Background: an optimization exercise with open tools, aiming at small area. Do not read the settings as production practice. Function was checked by simulation only, so behaviour that the tests miss may differ from the original. Power is estimated from default activity; no workload was simulated.

File: flow/reopt.abc
strash
dc2
dch -f
map -a
topo
strash
dc2
dch -f
map -a
topo
strash
dc2
dch -f
amap
topo
File: constraint.sdc
create_clock -name core_clock -period 10.0 [get_ports {clk}]
set_input_delay 2.0000 -clock core_clock [delete_from_list [all_inputs] [get_ports {clk}]]
set_output_delay 2.0000 -clock core_clock [all_outputs]
set_load 0.01 [all_outputs]
File: design.v
`default_nettype none
package mc_pi_pkg;
  function automatic logic ge_k(input logic [9:0] x, input logic [9:0] k);
    logic g;
    g = 1'b1;
    for (int i = 0; i < 10; i++) g = k[i] ? (x[i] & g) : (x[i] | g);
    ge_k = g;
  endfunction
  function automatic logic [15:0] radd(input logic [15:0] a, input logic [15:0] b,
                                       input logic cin);
    logic c;
    c = cin;
    for (int i = 0; i < 16; i++) begin
      radd[i] = a[i] ^ b[i] ^ c;
      c = (a[i] & b[i]) | (c & (a[i] ^ b[i]));
    end
  endfunction
endpackage
`default_nettype wire
`timescale 1ns/1ps
`default_nettype none
module vga_timing (
  input  logic       clk,
  input  logic       rst_n,
  output logic [9:0] hc,
  output logic [9:0] vc
);
  logic       h_last, v_last;
  logic [9:0] hn, vn;
  assign h_last = hc[9] & hc[8] & hc[4] & hc[3] & hc[2] & hc[1] & hc[0];
  assign v_last = vc[9] & vc[3] & vc[2];
  logic [15:0] hi, vi;
  assign hi = mc_pi_pkg::radd({6'd0, hc}, 16'd0, 1'b1);
  assign vi = mc_pi_pkg::radd({6'd0, vc}, 16'd0, 1'b1);
  assign hn = h_last ? 10'd0 : hi[9:0];
  assign vn = v_last ? 10'd0 : vi[9:0];
  always_ff @(posedge clk) begin
    if (!rst_n) begin
      hc <= 10'd799;
      vc <= 10'd524;
    end else begin
      hc <= hn;
      if (h_last) vc <= vn;
    end
  end
endmodule
`default_nettype wire
`timescale 1ns/1ps
`default_nettype none
module point_sampler (
  input  logic        clk,
  input  logic        rst_n,
  input  logic        run,
  output logic [19:0] q,
  output logic        p
);
  logic s;
  always_ff @(posedge clk) begin
    if (!rst_n) begin
      s <= 1'b0;
      p <= 1'b0;
      q <= 20'h80A01;
    end else begin
      s <= run;
      p <= s;
      if (s) q <= {q[18:0], q[19] ^ q[18] ^ q[17] ^ q[15]};
    end
  end
endmodule
`default_nettype wire
`timescale 1ns/1ps
`default_nettype none
module hit_classifier (
  input  logic [19:0] q,
  output logic        in_sq,
  output logic        in_circ
);
  logic [9:0] x, y;
  logic [8:0] xs, ys;
  logic [7:0] ax, ay;
  logic       c_in;
  assign x = q[9:0];
  assign y = q[19:10];
  assign in_sq = mc_pi_pkg::ge_k(x, 10'd161) && !mc_pi_pkg::ge_k(x, 10'd480) &&
                 mc_pi_pkg::ge_k(y, 10'd81)  && !mc_pi_pkg::ge_k(y, 10'd400);
  logic [15:0] xsi, ysi;
  logic [7:0]  ox, oy;
  assign xsi = mc_pi_pkg::radd({13'd0, x[8:6]}, 16'd3, 1'b0);
  assign ysi = mc_pi_pkg::radd({11'd0, y[8:4]}, 16'd17, 1'b0);
  assign xs  = {xsi[2:0], x[5:0]};
  assign ys  = {ysi[4:0], y[3:0]};
  assign ox  = {ox[6:0] | xs[6:0], 1'b0};
  assign oy  = {oy[6:0] | ys[6:0], 1'b0};
  assign ax  = xs[7:0] ^ ({8{xs[8]}} & ox);
  assign ay  = ys[7:0] ^ ({8{ys[8]}} & oy);
  mc_circ u_circ (.a(ax), .b(ay), .o(c_in));
  assign in_circ = in_sq && c_in;
endmodule
`default_nettype wire
`default_nettype wire
module mc_circ(a, b, o);
  input [7:0] a;
  wire [7:0] a;
  input [7:0] b;
  wire [7:0] b;
  output o;
  wire o;
  wire _000_;
  wire _001_;
  wire _002_;
  wire _003_;
  wire _004_;
  wire _005_;
  wire _006_;
  wire _007_;
  wire _008_;
  wire _009_;
  wire _010_;
  wire _011_;
  wire _012_;
  wire _013_;
  wire _014_;
  wire _015_;
  wire _016_;
  wire _017_;
  wire _018_;
  wire _019_;
  wire _020_;
  wire _021_;
  wire _022_;
  wire _023_;
  wire _024_;
  wire _025_;
  wire _026_;
  wire _027_;
  wire _028_;
  wire _029_;
  wire _030_;
  wire _031_;
  wire _032_;
  wire _033_;
  wire _034_;
  wire _035_;
  wire _036_;
  wire _037_;
  wire _038_;
  wire _039_;
  wire _040_;
  wire _041_;
  wire _042_;
  wire _043_;
  wire _044_;
  wire _045_;
  wire _046_;
  wire _047_;
  wire _048_;
  wire _049_;
  wire _050_;
  wire _051_;
  wire _052_;
  wire _053_;
  wire _054_;
  wire _055_;
  wire _056_;
  wire _057_;
  wire _058_;
  wire _059_;
  wire _060_;
  wire _061_;
  wire _062_;
  wire _063_;
  wire _064_;
  wire _065_;
  wire _066_;
  wire _067_;
  wire _068_;
  wire _069_;
  wire _070_;
  wire _071_;
  wire _072_;
  wire _073_;
  wire _074_;
  wire _075_;
  wire _076_;
  wire _077_;
  wire _078_;
  wire _079_;
  wire _080_;
  wire _081_;
  wire _082_;
  wire _083_;
  wire _084_;
  wire _085_;
  wire _086_;
  wire _087_;
  wire _088_;
  wire _089_;
  wire _090_;
  wire _091_;
  wire _092_;
  wire _093_;
  wire _094_;
  wire _095_;
  wire _096_;
  wire _097_;
  wire _098_;
  wire _099_;
  wire _100_;
  wire _101_;
  wire _102_;
  wire _103_;
  wire _104_;
  wire _105_;
  wire _106_;
  wire _107_;
  wire _108_;
  wire _109_;
  wire _110_;
  wire _111_;
  wire _112_;
  wire _113_;
  wire _114_;
  wire _115_;
  wire _116_;
  wire _117_;
  wire _118_;
  wire _119_;
  wire _120_;
  wire _121_;
  wire _122_;
  wire _123_;
  wire _124_;
  wire _125_;
  wire _126_;
  wire _127_;
  wire _128_;
  wire _129_;
  wire _130_;
  wire _131_;
  wire _132_;
  wire _133_;
  wire _134_;
  wire _135_;
  wire _136_;
  wire _137_;
  wire _138_;
  wire _139_;
  wire _140_;
  wire _141_;
  wire _142_;
  wire _143_;
  wire _144_;
  wire _145_;
  wire _146_;
  wire _147_;
  wire _148_;
  wire _149_;
  wire _150_;
  wire _151_;
  wire _152_;
  wire _153_;
  wire _154_;
  wire _155_;
  wire _156_;
  wire _157_;
  wire _158_;
  wire _159_;
  wire _160_;
  wire _161_;
  wire _162_;
  wire _163_;
  wire _164_;
  wire _165_;
  wire _166_;
  wire _167_;
  wire _168_;
  wire _169_;
  wire _170_;
  wire _171_;
  wire _172_;
  wire _173_;
  wire _174_;
  wire _175_;
  wire _176_;
  wire _177_;
  wire _178_;
  wire _179_;
  wire _180_;
  wire _181_;
  wire _182_;
  wire _183_;
  assign _080_ = a[2] | b[4];
  assign _091_ = ~b[5];
  assign _102_ = a[1] & b[2];
  assign _105_ = _091_ & ~(_102_);
  assign _106_ = _080_ & ~(_105_);
  assign _107_ = ~(a[0] & b[3]);
  assign _108_ = a[2] & b[1];
  assign _109_ = _107_ & ~(_108_);
  assign _110_ = a[1] & ~(_109_);
  assign _111_ = _106_ | _110_;
  assign _112_ = ~(a[1] | b[0]);
  assign _113_ = ~b[3];
  assign _114_ = _112_ | _113_;
  assign _115_ = a[0] & b[1];
  assign _116_ = ~(_115_ | a[1]);
  assign _117_ = ~(_114_ | _116_);
  assign _118_ = ~b[2];
  assign _119_ = _117_ & ~(_118_);
  assign _120_ = _111_ | _119_;
  assign _121_ = ~(a[3] | b[4]);
  assign _122_ = ~(a[2] | a[3]);
  assign _123_ = a[4] & ~(_122_);
  assign _124_ = _121_ | ~(_123_);
  assign _125_ = a[2] & a[3];
  assign _126_ = ~(a[4] & b[4]);
  assign _127_ = _125_ & ~(_126_);
  assign _128_ = _091_ & ~(_127_);
  assign _129_ = _124_ | _128_;
  assign _130_ = _120_ & ~(_129_);
  assign _131_ = ~(a[0] | b[0]);
  assign _132_ = _131_ & ~(b[1]);
  assign _133_ = _132_ | _118_;
  assign _134_ = a[1] & b[0];
  assign _135_ = _134_ & a[0];
  assign _136_ = _113_ & ~(_135_);
  assign _137_ = _133_ | _136_;
  assign _138_ = ~a[3];
  assign _139_ = _115_ & _102_;
  assign _140_ = _138_ & ~(_139_);
  assign _141_ = _117_ | ~(_140_);
  assign _142_ = _137_ & ~(_141_);
  assign _143_ = ~(a[0] | b[3]);
  assign _144_ = ~(a[1] | b[2]);
  assign _145_ = ~(a[2] | b[1]);
  assign _146_ = b[4] & ~(_145_);
  assign _147_ = _144_ & ~(_146_);
  assign _148_ = b[5] & ~(_147_);
  assign _149_ = _143_ & ~(_148_);
  assign _150_ = _142_ | _149_;
  assign _151_ = _130_ & ~(_150_);
  assign _152_ = _151_ | a[5];
  assign _153_ = a[4] | b[3];
  assign _154_ = _153_ & ~(_121_);
  assign _155_ = ~(a[0] | b[1]);
  assign _156_ = ~(_155_ | _144_);
  assign _157_ = ~(_156_ | _102_);
  assign _158_ = _157_ | ~(a[2]);
  assign _159_ = _154_ & ~(_158_);
  assign _160_ = _159_ | a[4];
  assign _161_ = ~(a[2] | b[3]);
  assign _162_ = ~(_121_ & _161_);
  assign _163_ = _157_ & ~(_162_);
  assign _164_ = _160_ & ~(_163_);
  assign _165_ = _144_ & ~(_115_);
  assign _166_ = b[0] & ~(_155_);
  assign _167_ = _165_ & ~(_166_);
  assign _168_ = b[3] & ~(_167_);
  assign _169_ = _140_ & ~(_168_);
  assign _170_ = ~b[4];
  assign _171_ = _169_ | _170_;
  assign _172_ = _165_ & _161_;
  assign _173_ = _172_ | _122_;
  assign _174_ = _119_ & ~(_155_);
  assign _175_ = _173_ & ~(_174_);
  assign _176_ = _171_ | _175_;
  assign _177_ = _164_ | ~(_176_);
  assign _178_ = ~(_177_ & b[6]);
  assign _179_ = b[6] & b[5];
  assign _180_ = _179_ | a[6];
  assign _181_ = _178_ & ~(_180_);
  assign _182_ = _152_ | ~(_181_);
  assign _183_ = ~(_182_ & a[7]);
  assign _000_ = _138_ & ~(_108_);
  assign _001_ = ~(_112_ | _145_);
  assign _002_ = _000_ & ~(_001_);
  assign _003_ = _135_ | b[2];
  assign _004_ = a[0] & ~(_145_);
  assign _005_ = _003_ | _004_;
  assign _006_ = _002_ & ~(_005_);
  assign _007_ = ~(_161_ & _006_);
  assign _008_ = ~(_154_ | _115_);
  assign _009_ = b[1] & ~(_112_);
  assign _010_ = _008_ & ~(_009_);
  assign _011_ = _122_ & ~(a[4]);
  assign _012_ = _010_ | _011_;
  assign _013_ = _007_ & ~(_012_);
  assign _014_ = a[1] & ~(_131_);
  assign _015_ = _013_ | _014_;
  assign _016_ = a[5] & a[6];
  assign _017_ = ~(_016_ & _179_);
  assign _018_ = _170_ & ~(_123_);
  assign _019_ = _017_ | _018_;
  assign _020_ = ~a[4];
  assign _021_ = _108_ & ~(_020_);
  assign _022_ = _021_ & ~(_131_);
  assign _023_ = _022_ | b[3];
  assign _024_ = _135_ & _108_;
  assign _025_ = _138_ & ~(_024_);
  assign _026_ = _023_ & ~(_025_);
  assign _027_ = b[2] & ~(_002_);
  assign _028_ = _026_ | _027_;
  assign _029_ = a[3] & ~(_145_);
  assign _030_ = ~(_168_ | _029_);
  assign _031_ = _136_ & _158_;
  assign _032_ = _030_ | _031_;
  assign _033_ = _028_ & ~(_032_);
  assign _034_ = _126_ & ~(_033_);
  assign _035_ = _019_ | _034_;
  assign _036_ = _015_ & ~(_035_);
  assign _037_ = _036_ | b[7];
  assign _038_ = _183_ & ~(_037_);
  assign _039_ = _029_ | _134_;
  assign _040_ = _039_ | _004_;
  assign _041_ = a[4] & b[2];
  assign _042_ = _000_ | ~(_041_);
  assign _043_ = ~a[5];
  assign _044_ = _042_ | _043_;
  assign _045_ = _122_ & ~(a[1]);
  assign _046_ = ~(b[0] | a[3]);
  assign _047_ = _045_ | _046_;
  assign _048_ = _044_ | _047_;
  assign _049_ = _040_ & ~(_048_);
  assign _050_ = _041_ & ~(_047_);
  assign _051_ = _043_ & ~(_050_);
  assign _052_ = b[3] & ~(_051_);
  assign _053_ = _049_ | _052_;
  assign _054_ = a[4] & ~(_144_);
  assign _055_ = _054_ | ~(_046_);
  assign _056_ = _055_ & ~(_143_);
  assign _057_ = _145_ & ~(_056_);
  assign _058_ = _057_ | _170_;
  assign _059_ = _043_ & ~(_009_);
  assign _060_ = ~(a[4] | b[2]);
  assign _061_ = _059_ | _060_;
  assign _062_ = a[2] | b[0];
  assign _063_ = _062_ & _029_;
  assign _064_ = ~(_135_ | b[1]);
  assign _065_ = _063_ & ~(_064_);
  assign _066_ = _061_ & ~(_065_);
  assign _067_ = _058_ | _066_;
  assign _068_ = _053_ & ~(_067_);
  assign _069_ = _181_ & ~(_068_);
  assign _070_ = a[4] & ~(_006_);
  assign _071_ = _170_ & ~(_070_);
  assign _072_ = _071_ | _113_;
  assign _073_ = ~(b[0] | a[6]);
  assign _074_ = ~(_073_ & _157_);
  assign _075_ = ~(a[3] & b[2]);
  assign _076_ = _125_ & ~(_064_);
  assign _077_ = _075_ & ~(_076_);
  assign _078_ = _112_ | _020_;
  assign _079_ = _108_ | _001_;
  assign _081_ = ~(b[2] & b[3]);
  assign _082_ = _079_ & ~(_081_);
  assign _083_ = _078_ & ~(_082_);
  assign _084_ = _077_ | _083_;
  assign _085_ = _084_ | _057_;
  assign _086_ = a[5] | a[7];
  assign _087_ = _039_ & ~(_042_);
  assign _088_ = _086_ | _087_;
  assign _089_ = _060_ & _002_;
  assign _090_ = b[4] & ~(_089_);
  assign _092_ = _088_ | _090_;
  assign _093_ = _085_ & ~(_092_);
  assign _094_ = _074_ & ~(_093_);
  assign _095_ = _072_ & ~(_094_);
  assign _096_ = _069_ | _095_;
  assign _097_ = b[6] | a[7];
  assign _098_ = ~(a[5] | b[7]);
  assign _099_ = a[2] | a[4];
  assign _100_ = _098_ & ~(_099_);
  assign _101_ = _097_ & ~(_100_);
  assign _103_ = _101_ | b[5];
  assign _104_ = _096_ & ~(_103_);
  assign o = _038_ | _104_;
endmodule
`timescale 1ns/1ps
`default_nettype none
module hit_tally (
  input  logic        clk,
  input  logic        rst_n,
  input  logic        p,
  input  logic        in_sq,
  input  logic        in_circ,
  input  logic [17:0] pt,
  output logic [31:0] tally,
  output logic [17:0] mark,
  output logic        mon
);
  logic [15:0] ch, sh;
  always_ff @(posedge clk) begin
    if (!rst_n) begin
      ch  <= 16'd0;
      sh  <= 16'd0;
      mon <= 1'b0;
    end else begin
      ch  <= mc_pi_pkg::radd(ch, 16'd0, p && in_circ);
      sh  <= mc_pi_pkg::radd(sh, 16'd0, p && in_sq);
      mon <= mon || (p && in_sq);
    end
  end
  always_ff @(posedge clk) begin
    if (p && in_sq) mark <= pt;
  end
  assign tally = {ch, sh};
endmodule
`default_nettype wire
`timescale 1ns/1ps
`default_nettype none
module board_renderer (
  input  logic        clk,
  input  logic        rst_n,
  input  logic [9:0]  hc,
  input  logic [9:0]  vc,
  input  logic [17:0] mark,
  input  logic        mon,
  output logic [7:0]  vga
);
  logic hbox, vbox, h480, hedge, vedge;
  assign hbox  = mc_pi_pkg::ge_k(hc, 10'd160) && !mc_pi_pkg::ge_k(hc, 10'd481);
  assign vbox  = mc_pi_pkg::ge_k(vc, 10'd80)  && !mc_pi_pkg::ge_k(vc, 10'd401);
  assign h480  = (hc == 10'd480);
  assign hedge = (hc == 10'd160) || h480;
  assign vedge = (vc == 10'd80)  || (vc == 10'd400);
  logic signed [15:0] fr;
  logic [8:0]         wh, wv;
  logic [9:0]         fstep;
  logic               fen_h, fen_v;
  logic [15:0]        whi, wvi;
  assign whi   = mc_pi_pkg::radd({13'd0, hc[8:6]}, 16'd3, 1'b0);
  assign wvi   = mc_pi_pkg::radd({11'd0, vc[8:4]}, 16'd17, 1'b0);
  assign wh    = {whi[2:0], hc[5:0]};   
  assign wv    = {wvi[4:0], vc[3:0]};   
  assign fen_h = hbox && vbox && !h480;
  assign fen_v = h480 && vbox && (vc != 10'd400);
  assign fstep = {({9{fen_h}} & wh) | ({9{fen_v}} & wv), fen_h | fen_v};
  always_ff @(posedge clk) begin
    if (!rst_n) fr <= 16'sd25919;
    else        fr <= mc_pi_pkg::radd(fr, {{6{fstep[9]}}, fstep}, 1'b0);
  end
  logic on_ring, red, hsync, vsync;
  assign on_ring = !fr[15] && (fr[14:9] == 6'd0) && !(fr[8] && (fr[7] || fr[6]));   
  assign red     = hbox && vbox && (on_ring || (hedge ^ vedge));
  assign hsync   = !(mc_pi_pkg::ge_k(hc, 10'd656) && !mc_pi_pkg::ge_k(hc, 10'd752));
  assign vsync   = !(mc_pi_pkg::ge_k(vc, 10'd490) && !mc_pi_pkg::ge_k(vc, 10'd492));
  logic [8:0] dx, dy;
  logic       near_x, near_y, gin, green;
  logic [15:0] dxi, dyi;
  assign dxi    = mc_pi_pkg::radd({7'd0, hc[8:0]}, {7'd0, ~mark[8:0]}, 1'b1);
  assign dyi    = mc_pi_pkg::radd({7'd0, vc[8:0]}, {7'd0, ~mark[17:9]}, 1'b1);
  assign dx     = dxi[8:0];
  assign dy     = dyi[8:0];
  assign near_x = ((dx[8:4] == 5'd0)  && !(dx[3] && (dx[2:0] != 3'd0))) ||
                  ((dx[8:4] == 5'h1f) && (dx[3] || (dx[2] && dx[1])));
  assign near_y = ((dy[8:4] == 5'd0)  && !(dy[3] && (dy[2:1] != 2'd0))) ||
                  ((dy[8:4] == 5'h1f) && (dy[3] || (dy[2] && dy[1] && dy[0])));
  assign gin    = mc_pi_pkg::ge_k(hc, 10'd160) && !mc_pi_pkg::ge_k(hc, 10'd479) &&
                  mc_pi_pkg::ge_k(vc, 10'd81)  && !mc_pi_pkg::ge_k(vc, 10'd400);
  always_ff @(posedge clk) begin
    if (!rst_n) green <= 1'b0;
    else        green <= mon && near_x && near_y && gin;
  end
  assign vga = {hsync, vsync, {2{red}}, {2{green}}, 2'b00};
endmodule
`default_nettype wire
`timescale 1ns/1ps
`default_nettype none
module mc_pi_top (
  input  logic        clk,
  input  logic        rst_n,
  input  logic        run,
  output logic [7:0]  vga,
  output logic [31:0] tally
);
  logic [9:0]  hc, vc;
  logic [19:0] q;
  logic        p, in_sq, in_circ, mon;
  logic [17:0] mark;
  vga_timing u_timing (.clk(clk), .rst_n(rst_n), .hc(hc), .vc(vc));
  point_sampler u_sampler (.clk(clk), .rst_n(rst_n), .run(run), .q(q), .p(p));
  hit_classifier u_classifier (.q(q), .in_sq(in_sq), .in_circ(in_circ));
  hit_tally u_tally (
    .clk     (clk),
    .rst_n   (rst_n),
    .p       (p),
    .in_sq   (in_sq),
    .in_circ (in_circ),
    .pt      ({q[18:10], q[8:0]}),
    .tally   (tally),
    .mark    (mark),
    .mon     (mon)
  );
  board_renderer u_renderer (
    .clk   (clk),
    .rst_n (rst_n),
    .hc    (hc),
    .vc    (vc),
    .mark  (mark),
    .mon   (mon),
    .vga   (vga)
  );
endmodule
`default_nettype wire
File: config.mk
export PLATFORM = sky130hd
export DESIGN_NAME = mc_pi_top
export DESIGN_NICKNAME = mc_pi_top
export VERILOG_FILES = /design/flow/design.v
export SDC_FILE = /design/flow/constraint.sdc
export NUM_CORES = 4
export LEC_CHECK = 0
export CAP_MARGIN = 20
export CORE_MARGIN = 2
export CORE_UTILIZATION = 40
export SLEW_MARGIN = 20
File: standard.sh
#!/bin/bash
# synth_recipe.tcl (not shown) runs the flow's synth.tcl, then flattens the netlist and writes it again
# the make line also repeats each setting of config.mk as NAME=value (left out here)
make -C /OpenROAD-flow-scripts/flow DESIGN_CONFIG=/design/flow/config.mk WORK_HOME=/design/flow/orfs CLKGATE_MAP_FILE= SYNTH_SCRIPT=/design/flow/synth_recipe.tcl "${@:-finish}"
File: flow/run.sh
#!/bin/bash
# Layout flow: the standard synthesis, then an area-driven remapping of its
# combinational logic (registers, their names and cell types untouched),
# then the standard layout steps with the smallest buffer on the ports.
set -euo pipefail
WORK=$PWD
R=$WORK/orfs/results/$FLOW_PLATFORM/mc_pi_top/base
LIB=$FLOW_HOME/platforms/$FLOW_PLATFORM/lib/sky130_fd_sc_hd__tt_025C_1v80.lib
YOSYS=yosys
[ -x "$FLOW_HOME/../tools/install/yosys/bin/yosys" ] && YOSYS=$FLOW_HOME/../tools/install/yosys/bin/yosys

# 1. standard synthesis
bash standard.sh synth > $WORK/flow_synth.log 2>&1

# 2. remap the combinational cells for area
cp $R/1_2_yosys.v $WORK/synth_std.v
cat > $WORK/reopt.ys <<YS
read_liberty -ignore_miss_func $LIB
read_verilog $WORK/synth_std.v
hierarchy -top $FLOW_TOP
setattr -mod -set keep_hierarchy 1 sky130_fd_sc_hd__df* sky130_fd_sc_hd__edf* sky130_fd_sc_hd__sdf* sky130_fd_sc_hd__dl* sky130_fd_sc_hd__fa_*
flatten
opt_clean -purge
abc -liberty $LIB -dont_use *lpflow* -dont_use *probe* -script $WORK/flow/reopt.abc
opt_clean -purge
hilomap -singleton -hicell sky130_fd_sc_hd__conb_1 HI -locell sky130_fd_sc_hd__conb_1 LO
insbuf -buf sky130_fd_sc_hd__buf_4 A X
opt_clean -purge
select $FLOW_TOP
tee -o $WORK/reopt_stat.txt stat -liberty $LIB
write_verilog -noattr -selected $WORK/synth_reopt.v
YS
ok=0
if $YOSYS -q -l $WORK/reopt_yosys.log $WORK/reopt.ys > /dev/null 2>&1; then
  # keep the remap only if every register survived and logic is still there
  n0=$(grep -c 'sky130_fd_sc_hd__\(e\)\?dfxtp' $WORK/synth_std.v || true)
  n1=$(grep -c 'sky130_fd_sc_hd__\(e\)\?dfxtp' $WORK/synth_reopt.v || true)
  c1=$(grep -c '^ *sky130_fd_sc_hd__' $WORK/synth_reopt.v || true)
  if [ "$n0" = "$n1" ] && [ "$c1" -gt $((n1 + 50)) ] && ! grep -q "ERROR\|cmd error" $WORK/reopt_yosys.log; then
    ok=1
  fi
fi
echo "remap used: $ok" > $WORK/reopt_result.txt
if [ $ok = 1 ]; then
  cp $WORK/synth_reopt.v $R/1_2_yosys.v
  rm -f $R/1_synth.odb $R/1_synth.sdc
fi

# 3. the standard layout, ports buffered with the smallest buffer
export BUFFER_PORTS_ARGS="-buffer_cell sky130_fd_sc_hd__buf_1"
bash standard.sh finish > $WORK/flow_layout.log 2>&1
==> impl_results.md, run 1 <==
- Minimum clock period: 8790 ps
- I/O Pins: 43
- Antenna fix cells: 0
- Average size of a mapped cell: 7.90 sq um
- Clock Sinks: 110
- Cts repair resizes: 0
- Final setup viols: 0
- Net Sw Frac: 0.294
- Gr usage total: 0.178
- Flop2flop setup slack: 1210 ps
- Avg WL per Cell: 14.0 um
- Initial antenna violation count: 0
- Startpoint Class: flip-flop
- Metal3 WL: 715 um
- Initial core utilization: 0.408
- Synth warn: 5
- Clk Latency, worst-skew pair: 350 ps
- Logic gate share of total power: 0.178
- Hold Buf Count CTS: 0
- R2R cell count: 25
- Max-cap violations: 0
- Dpl cells: 976
- Slowest CP cell: dfxtp_1
- Setup Crit Path Kind: reg2reg
- Worst-path clk slew: 70 ps
- Util after Layout: 0.438
- Wl on met1: 6810 um
- WP buf/inv: 1
- Tcrit/Tclk final: 0.879
- Pwr Total: 1.03 mW
- Final Wtd Congestion: 0.962
- Ratio of cells with drive above 1 in the final layout: 0.0261
- Detailed router's first-iteration violation count: 534
- WP data arrival: 9070 ps
- Most frequent cells in the layout: 146 x nor2_1, 107 x clkinv_1, 92 x dfxtp_1
- Mapped cell area: 6150 sq um
- CTS buffer count: 9
- Hold WC Path Type: reg2reg
- Largest stage delay, worst path: 450 ps
- GRT overflow: 0
- CP endpoint: u_renderer.fr[15]
- Status: complete, no violations
- Drc violations: 0
- Cell count of the worst hold path: 1
- Post-CTS Setup Bufs: 0
- Area growth syn-to-layout: 7.52%
- Nets: 830
- CP delay by family, top: adder cells
- Crit. End Element: flip-flop
- R2R Path End: u_renderer.fr[15]
- Pint: 0.728 mW
- Sequential power share: 0.470
- Power density cells: 156 nW/um^2
- P_sw: 0.303 mW
- Worst endpoint required time: 10,280 ps
- Clk_skew: 9.24 ps
- Vias post-DR: 5,351
- Die Height: 128 um
- H-tree Lvls: 3
- Crit Reg-Reg Startpoint: u_timing.vc[5]
- IO buf count: 40
- Worst-Margin Slew: 838 ps
- Final hold slack: 441 ps
- Top Layer Used: met4
- Final hold viol count: 0
- Setup_tns: 0 ps
- Number of global-route vias before repair: 4,816
- Critical-path maximum fanout: 7
- Root buffer cell: clkbuf_16
- Antenna violation net count after detailed routing: 0
- Total routed wirelength: 13,900 um
- Via density per instance: 5.39
- # fillers: 1,513
- RSZ-0062 raised after global routing: no
- DIE AREA: 16,400 sq um
- Met2 WL: 5940 um
- Synth Instances: 779
- Leakage: 2.34 nW
- Number of cells on the critical path: 25
- Max Fclk: 114 MHz
- Final HPWL DP: 10,500 um
- Slew margin rel.: 0.438
- Final Max Tran Viols: 0
- Row count: 45
- CP startpoint: u_timing.vc[5]
- Clock share of power: 0.351
- Commonest non-fill, non-tap cell in the layout: nor2_1
- Core Area: 15,100 sq um
- Max VDD drop: 0.0000814 V
- Largest net degree at the start of global routing: 31
- First-pass GRT wire length: 23,500 um
- CTS tree: done
- Chip Width: 128 um
- CP most frequent cell: fa_1
- Initial DRT Pass Iterations: 5
- Cell Count, Final, Fillers Out: 992
- Clk buf depth: 2
per-layer routing:
metal | vias up | GRT usage
li1 | 2708 | -
met1 | 2432 | 0.252
met2 | 173 | 0.265
met3 | 38 | 0.0380
met4 | 0 | 0.0692
met5 | - | 0
worst reg2reg max path, delay by kind of cell (launching register included):
kind / cells / cell delay, ps
DFF: 1 / 450
AOI/OAI and AO/OA: 6 / 1020
and+or+nand+nor: 4 / 1150
buffers and inverters: 1 / 160
adders and majority gates: 14 / 5950
final cells by class:
cell class | instances | area [sq um] | area share
multi-input cells | 526 | 3100 | 0.469
flip-flops and latches | 110 | 2380 | 0.360
inverters | 107 | 402 | 0.0607
clock buffers | 15 | 298 | 0.0450
well taps | 188 | 235 | 0.0356
repair buffers | 45 | 188 | 0.0284
clock inverters | 1 | 8.76 | 0.00132
power groups by stage:
| stage | Sequential, mW | Combinational, mW | Clock [mW] |
|---|---|---|---|
| CTS | 0.485 | 0.180 | 0.372 |
| detailed placement | 0.495 | 0.180 | 0 |
| global placement | 0.495 | 0.182 | 0 |
| finish | 0.485 | 0.184 | 0.362 |
| global route | 0.488 | 0.206 | 0.392 |
| floorplan | 0.487 | 0.137 | 0 |
flip-flops by register name, indices dropped and copies added, names as in the netlist:
name,count
u_sampler.q,20
u_tally.mark,18
u_tally.sh,16
u_sampler.s,1
u_timing.vc,10
u_sampler.p,1
u_timing.hc,10
u_renderer.green,1
u_tally.mon,1
u_tally.ch,16
u_renderer.fr,16
worst min path at each step:
stage | start | endpoint | slack (ps)
after global routing | u_timing.hc[0] | u_timing.hc[0] | 470
after global placement | u_timing.hc[0] | u_timing.hc[0] | 420
after CTS | u_timing.hc[0] | u_timing.hc[0] | 440
final | u_timing.hc[0] | u_timing.hc[0] | 440
after detailed placement | u_timing.hc[0] | u_timing.hc[0] | 420
after floorplan | u_timing.hc[0] | u_timing.hc[0] | 390
through the flow:
step	instance area, sq um	worst slack [ps]
global route	6620	678
global placement	6310	1330
finish	6620	1210
CTS	6620	1180
floorplan	6160	946
detailed placement	6310	1210
==> run 2: changes to the inputs <==
==> run.sh (new file) <==
#!/bin/bash
# synth_recipe.tcl (not shown) runs the flow's synth.tcl, then flattens the netlist and writes it again
# the make line also repeats each setting of config.mk as NAME=value (left out here)
make -C /OpenROAD-flow-scripts/flow DESIGN_CONFIG=/design/flow/config.mk WORK_HOME=/design/flow/orfs CLKGATE_MAP_FILE= SYNTH_SCRIPT=/design/flow/synth_recipe.tcl finish
removed: flow/run.sh
removed: flow/reopt.abc
removed: standard.sh
==> run 2 against run 1 <==
Against the previous run:
- still clean
- clock skew up 2.4 ps
- critical path depth unchanged
- hold slack worse by 9.3 ps
- clock power about the same
- fmax up 0.90%
- sequential power up 5.2%
- die area up 14%
- routed wire length up 8.4%
- non-clock buffer count down 2
- design area up 18%
- critical endpoint unchanged
==> impl_results.md, run 2 <==
- Status: complete, no violations
- H-tree Lvls: 3
- Synth Instances: 735
- Critical-path maximum fanout: 9
- Core Area: 17,200 sq um
- Dpl cells: 957
- # fillers: 1,645
- Flop2flop setup slack: 1290 ps
- Cell count of the worst hold path: 1
- CTS tree: done
- Leading area contributor after synthesis: dfxtp_1
- Root buffer cell: clkbuf_16
- Synth Flop Type: dfxtp_1
- Initial antenna violation count: 0
- Slew margin rel.: 0.306
- Top Registers: u_sampler.q: 20 flops, u_tally.mark: 18 flops
- Vias post-DR: 5,275
- Hold Path Sink: u_timing.hc[0]
- DP Area: 7490 sq um
- Nets: 839
- Cts repair resizes: 0
- R2R Path End: u_renderer.fr[15]
- WP data arrival: 8960 ps
- Post-synth top area share: 0.261
- Worst-path clk slew: 80 ps
- RSZ-0062 raised after global routing: no
- Via density per instance: 5.42
- Synth warn: 5
- Avg WL per Cell: 15.5 um
- Mapped cell area: 7050 sq um
- Chip Width: 137 um
- Final HPWL DP: 11,000 um
- Clock Sinks: 110
- IO buf count: 40
- Max VDD drop: 0.000111 V
- Crit. End Element: flip-flop
- Drc violations: 0
- Ratio of cells with drive above 1 in the final layout: 0.0602
- Crit Reg-Reg Startpoint: u_timing.vc[1]
- Area growth syn-to-layout: 10.5%
- Final setup viols: 0
- Number of global-route vias before repair: 5,152
- FFs w/ async S/R, synth: 0
- Minimum clock period: 8710 ps
- Tcrit/Tclk final: 0.871
- Final hold viol count: 0
- Hold Buf Count CTS: 0
- Gr usage total: 0.170
- Max Fclk: 115 MHz
- Clk_skew: 11.6 ps
- Power density cells: 135 nW/um^2
- Detailed router's first-iteration violation count: 368
- Largest net degree at the start of global routing: 93
- R2R cell count: 25
- Commonest non-fill, non-tap cell in the layout: dfxtp_1
- First-pass GRT wire length: 25,300 um
- Register area share after synthesis: 0.338
- Post-CTS Setup Bufs: 0
- Setup_tns: 0 ps
- Largest stage delay, worst path: 480 ps
- Final Wtd Congestion: 0.910
- Pwr Total: 1.05 mW
- Average size of a mapped cell: 9.59 sq um
- WP buf/inv: 1
- Max reg flops: 20
- Hold path startpoint: u_timing.hc[0]
- CTS buffer count: 9
- Row count: 48
- Distinct cell type count after synthesis: 76
- Hold WC Path Type: reg2reg
- Final Max Tran Viols: 0
- Total routed wirelength: 15,000 um
- Top-count cell post-synth: dfxtp_1
- Final instance area: 7790 sq um
- Clk buf depth: 2
- GRT overflow: 0
- Leakage: 3.17 nW
- Worst-Margin Slew: 1040 ps
- Setup Crit Path Kind: reg2reg
- Most frequent cells after synthesis: 92 x dfxtp_1, 65 x ha_1, 55 x inv_1
- Slowest CP cell: fa_1
- I/O Pins: 43
- Synthesis-stage register bit count: 110
- CP delay by family, top: adder cells
- Die Height: 137 um
- Initial DRT Pass Iterations: 5
- Initial core utilization: 0.409
- CP most frequent cell: fa_1
- EDFF count, synth: 18
- Cell Count, Final, Fillers Out: 973
- Synth top area cells: dfxtp_1 26%, ha_1 12%, fa_1 8.0%
- DIE AREA: 18,700 sq um
- Startpoint Class: flip-flop
- Antenna violation net count after detailed routing: 0
- Reg with most FFs: u_sampler.q
- Worst endpoint required time: 10,250 ps
- Max-cap violations: 0
- Clk Latency, worst-skew pair: 360 ps
- Most frequent cells in the layout: 91 x dfxtp_1, 65 x ha_1, 55 x inv_1
- Antenna fix cells: 0
==> run 2: final cells by class <==
type,instances,area (sq um),area share
clock buffer,9,225,0.0289
clock inverter,7,71.3,0.00916
inverter,57,214,0.0275
multi-input combinational,522,4200,0.539
sequential,110,2380,0.306
tap,225,282,0.0361
timing repair buffer,43,418,0.0537
==> run 2: worst reg2reg max path: stages (launching register included) <==
cell      delay, ps
dfxtp_1         360
inv_1           100
ha_1            160
or3b_1          370
a211oi_1        270
o21ai_1         160
a211o_1         300
nor2_2          300
a22oi_1         190
fa_1            480
fa_1            430
fa_1            430
fa_1            420
fa_1            430
fa_1            430
fa_1            430
fa_1            420
fa_1            420
fa_1            420
fa_1            430
fa_1            420
fa_1            420
fa_1            410
xnor2_1         140
xnor2_1         120
and2_1          150
==> run 2: metal layers <==
metal	part of all wire	vias to the layer above	GRT usage
met1	0.44	2510	0.220
met3	0.050	31	0.0415
met4	0.031	0	0.0631
met5	0	-	0
li1	-	2574	-
met2	0.48	160	0.275
==> run 2: power by group <==
group | leakage, nW | total (mW) | switching, mW | internal (mW)
registers | 0.912 | 0.510 | 0.0435 | 0.467
clock network | 0.148 | 0.359 | 0.180 | 0.178
logic | 2.11 | 0.181 | 0.108 | 0.0725
total | 3.17 | 1.05 | 0.332 | 0.717
==> run 2: cells by family after synthesis <==
kind of cell	synth area share
flip-flops	0.338
multiplexers	0.0284
buffers and inverters	0.0692
other	0.000532
AND/OR/NAND/NOR	0.181
AO/OA/AOI/OAI	0.135
adder cells (fa/ha/maj)	0.196
XOR/XNOR	0.0518
==> run 2: worst max path at each step <==
| stage | startpoint | endpoint | cells after the start |
|---|---|---|---|
| detailed placement | u_timing.vc[1] | u_renderer.fr[15] | 25 |
| finish | u_timing.vc[1] | u_renderer.fr[15] | 25 |
| global route | u_timing.hc[0] | u_renderer.fr[15] | 25 |
| CTS | u_timing.vc[1] | u_renderer.fr[15] | 25 |
| floorplan | u_timing.vc[1] | u_renderer.fr[15] | 25 |
| global placement | u_timing.vc[1] | u_renderer.fr[15] | 25 |
==> run 2: metrics by stage <==
stage               utilization  setup slack [ps]  hold slack, ps
floorplan                     -              1630             397
global placement          0.435              1340             414
detailed placement        0.435              1270             416
CTS                       0.452              1250             435
global route              0.452               797             463
finish                    0.452              1290             432

## static timing again, ports no longer ideal
The flow's constraints put no driver on any port. The routed layouts listed below were extracted and timed again, unchanged, in two steps. Step 1, drivers: a clkbuf_16 drives clk and a buf_2 each remaining input, both assumed. Step 2 adds t to the input delays and takes it off the output delays; t is the mean of the earliest and latest rising clock arrival at the registers after step 1. Input paths then give back, and output paths get back, about the clock's delay inside the block. Three values: no drivers, after step 1, after step 2; two values: the first two.
| run | shift t [ns] | setup WS [ns] | worst slew at a driven data input, ns |
|---|---|---|---|
| run 1 | 0.393 | 1.212 / 1.212 / 1.212 | 0.03 |
| run 2 | 0.394 | 1.291 / 1.291 / 1.291 | 0.03 |
After both steps setup and hold are still met in every run listed.
